What follows belongs to an exercise in optimizing a design on an open flow for small area, a short achievable clock period and few clock cycles per item; a production flow would make more cautious choices.
Function was checked by simulation only, so behaviour that the tests miss may differ from the original.
No activity file was given, so power comes from the tool's default toggle rates.

sierra:
Design sliding_median_filter, start of the top module:
module sliding_median_filter (
    input  logic                 clk,
    input  logic                 rst_n,
    input  logic                 samples_valid,
    output logic                 samples_ready,
    input  logic [15:0]          samples_sample,
    input  logic                 samples_end_of_seq,
    output logic                 medians_valid,
    input  logic                 medians_ready,
    output logic [15:0]          medians_median,
    output logic                 medians_last_out,
    input  logic                 cfg_valid,
    output logic                 cfg_ready,
    input  logic [3:0]           cfg_window_len
);
For scale: about 2400 cells after synthesis, roughly 450 flip-flops, roughly 46 I/O pins, about 26000 um^2 of cells after synthesis.
Settings: LEC_CHECK=0, CAP_MARGIN=20, CORE_MARGIN=2, CORE_UTILIZATION=40, SLEW_MARGIN=20, SETUP_SLACK_MARGIN=6.4; clock period 10.0 ns.
standard.sh (not shown) runs the stock make flow with config.mk's settings and CLKGATE_MAP_FILE= SYNTH_SCRIPT=/design/flow/synth_recipe.tcl, a recipe that flattens the netlist after the stock synthesis.
==> flow/flow/run.sh <==
#!/bin/bash
# Standard ORFS layout, with the setup repair aimed at a tighter slack target.
# The clock, the constraints and every step are the standard flow's own (standard.sh); only
# the repair target differs. Each tool's output is kept in a log file here.
set -euo pipefail
cd "$(dirname "$0")/.."
bash standard.sh synth > flow_synth.log 2>&1
margin=$(cat flow/margin.txt)
echo "export SETUP_SLACK_MARGIN = ${margin}" >> config.mk
bash standard.sh > flow_layout.log 2>&1
==> flow/flow/margin.txt <==
6.4
sierra: done, clean on timing, DRC and antenna
Testbench counts of sierra, summed over its fixed seeds: cycles 12,155, items 11,227.
Inputs modified between sierra and tundra:
==> flow/flow/margin.txt <==
6.8
--- a/flow/config.mk
+++ b/flow/config.mk
@@ -12 +12,2 @@
-export SETUP_SLACK_MARGIN = 6.4
+export TNS_END_PERCENT = 5
+export SETUP_SLACK_MARGIN = 6.8
Findings:
For flip-flop and latch count, tundra and sierra come out practically identical. Taking sierra as the reference point, the critical path depth of tundra falls by 5. Fraction of the cycle the final worst path needs sits lower in tundra than in sierra. In tundra, the total power came out about 1.7% above the value in sierra. Looking at non-clock buffer count, tundra sits about 23% higher than sierra does. From tundra to sierra, accumulated negative setup slack did not move at all. Worst setup slack: tundra vs sierra up 0.19 ns.
Modified inputs, ember compared to tundra
==> flow/run.sh (new file) <==
#!/bin/bash
# synth_recipe.tcl (not shown) runs the flow's synth.tcl, then flattens the netlist and writes it again
# the make line also repeats each setting of config.mk as NAME=value (left out here)
make -C /OpenROAD-flow-scripts/flow DESIGN_CONFIG=/design/flow/config.mk WORK_HOME=/design/flow/orfs CLKGATE_MAP_FILE= SYNTH_SCRIPT=/design/flow/synth_recipe.tcl finish
--- a/flow/config.mk
+++ b/flow/config.mk
@@ -12,2 +11,0 @@
-export TNS_END_PERCENT = 5
-export SETUP_SLACK_MARGIN = 6.8
removed: flow/flow/run.sh
removed: flow/flow/margin.txt
removed: flow/standard.sh
Findings:
In ember, critical path depth is higher than in tundra.
Against tundra, wire length in ember fell slightly.
From tundra to ember the numbers moved as follows: maximum frequency shows a reduction of 0.074 GHz; total global-route track usage down 0.44 points; final design instance area without fill down about 2.4%; share of total power in combinational logic shows a reduction of 2.0 points.
When ember is measured against tundra, its overall via count from detail_route turns out about 1.8% lower.
Flip-flop and latch area: ember vs tundra — no meaningful difference
Number of resized instances in the post-cts repair step for ember: 93 down relative to tundra
ember vs. tundra: clock skew went down; via count of the first global-routing pass now smaller.

---

Starting RTL as in the previous note.
export LEC_CHECK = 0
export CAP_MARGIN = 20
export CORE_MARGIN = 2
export CORE_UTILIZATION = 40
export CTS_CLUSTER_DIAMETER = 60
export CTS_CLUSTER_SIZE = 30
export SLEW_MARGIN = 20
export SETUP_SLACK_MARGIN = 6.6
create_clock -name core_clock -period 10.0 [get_ports {clk}]
==> flow/flow/run.sh <==
#!/bin/bash
# Standard ORFS layout, with the setup repair aimed at a tighter slack target.
# The clock, the constraints and every step are the standard flow's own (standard.sh); only
# the repair target differs. Each tool's output is kept in a log file here.
set -euo pipefail
cd "$(dirname "$0")/.."
bash standard.sh synth > flow_synth.log 2>&1
margin=$(cat flow/margin.txt)
echo "export SETUP_SLACK_MARGIN = ${margin}" >> config.mk
bash standard.sh > flow_layout.log 2>&1
==> flow/flow/margin.txt <==
6.6
The baseline finished clean.
Testbench counts at the start, summed over its fixed seeds: cycles 12,155, items 11,227.
Change:
CORE_UTILIZATION = 55   (was 40)
CTS_CLUSTER_DIAMETER = default   (was 60)
CTS_CLUSTER_SIZE = default   (was 30)
PLACE_DENSITY = 0.72   (was default)
The changed run completed without violations. Cell area drops by 1.1%. Worst hold slack gets better by 0.025 ns. Final cell count fell by 7.1%. Maximum frequency came out lower by 2.2%. Setup slack gets worse by 0.075 ns.
Change:
CORE_UTILIZATION = 40   (was 55)
PLACE_DENSITY = default   (was 0.72)
TNS_END_PERCENT = 5   (was default)
Wire length rose by 4.7%. Global-route usage drops by 8.5 points. Count of clock-buffer cells in the layout went up by 6. Clock skew barely changes. Setup slack gets worse by 0.032 ns. Power hardly moves. Fmax fell by 0.92%. Final area goes up by 1.1%. Clock power rose by about 3%. Hold slack gets worse by 0.027 ns.
Change:
==> flow/flow/margin.txt (replaced) <==
6.8
SETUP_SLACK_MARGIN = 6.8   (was 6.6)
TNS_END_PERCENT = default   (was 5)
Outcome: Routed wire length went up by 2.4%; area after synthesis is unchanged; global-route usage went up by 0.67 points; final area went up by about 3.5%; worst hold slack barely changes; maximum frequency went up by about 5%; core utilization went up by 1.6 points; non-clock buffer count went up by 47; via count went up by about 1.2%; power went up by about 6.4%.

[afterwards: timing with drivers on the ports]
Ports are ideal in the flow. The routed layouts listed here were re-timed in OpenROAD. Step 1 assumes that a clkbuf_16 drives the clock port and a buf_2 every other input. Step 2 adds t to the input delays and takes it off the output delays; t is the mean of the earliest and latest rising clock arrival at the registers after step 1. Input paths then give back, and output paths get back, about the clock's delay inside the block. Slacks: no drivers / after step 1 / after step 2; pairs: no drivers / after step 1.
| run | t (ns) | slack for setup (ns) | worst data-port slew with drivers (ns) |
|---|---|---|---|
| sierra | 0.687 | 6.412 / 6.408 / 6.076 | 0.04 |
| tundra | 0.680 | 6.600 / 6.600 / 6.070 | 0.04 |
| ember | 0.663 | 5.467 / 5.467 / 5.467 | 0.04 |
| the first run of note 2 | 0.667 | 6.581 / 6.581 / 6.111 | 0.04 |
| the second run of note 2 | 0.661 | 6.506 / 6.506 / 6.152 | 0.04 |
| the third run of note 2 | 0.685 | 6.473 / 6.414 / 6.085 | 0.04 |
| the fourth run of note 2 | 0.679 | 6.643 / 6.643 / 6.337 | 0.04 |
After both steps setup and hold are still met in every run listed. For tundra, which loses most, drivers alone change the setup slack by 0.000 ns; drivers and shift together by -0.530 ns.
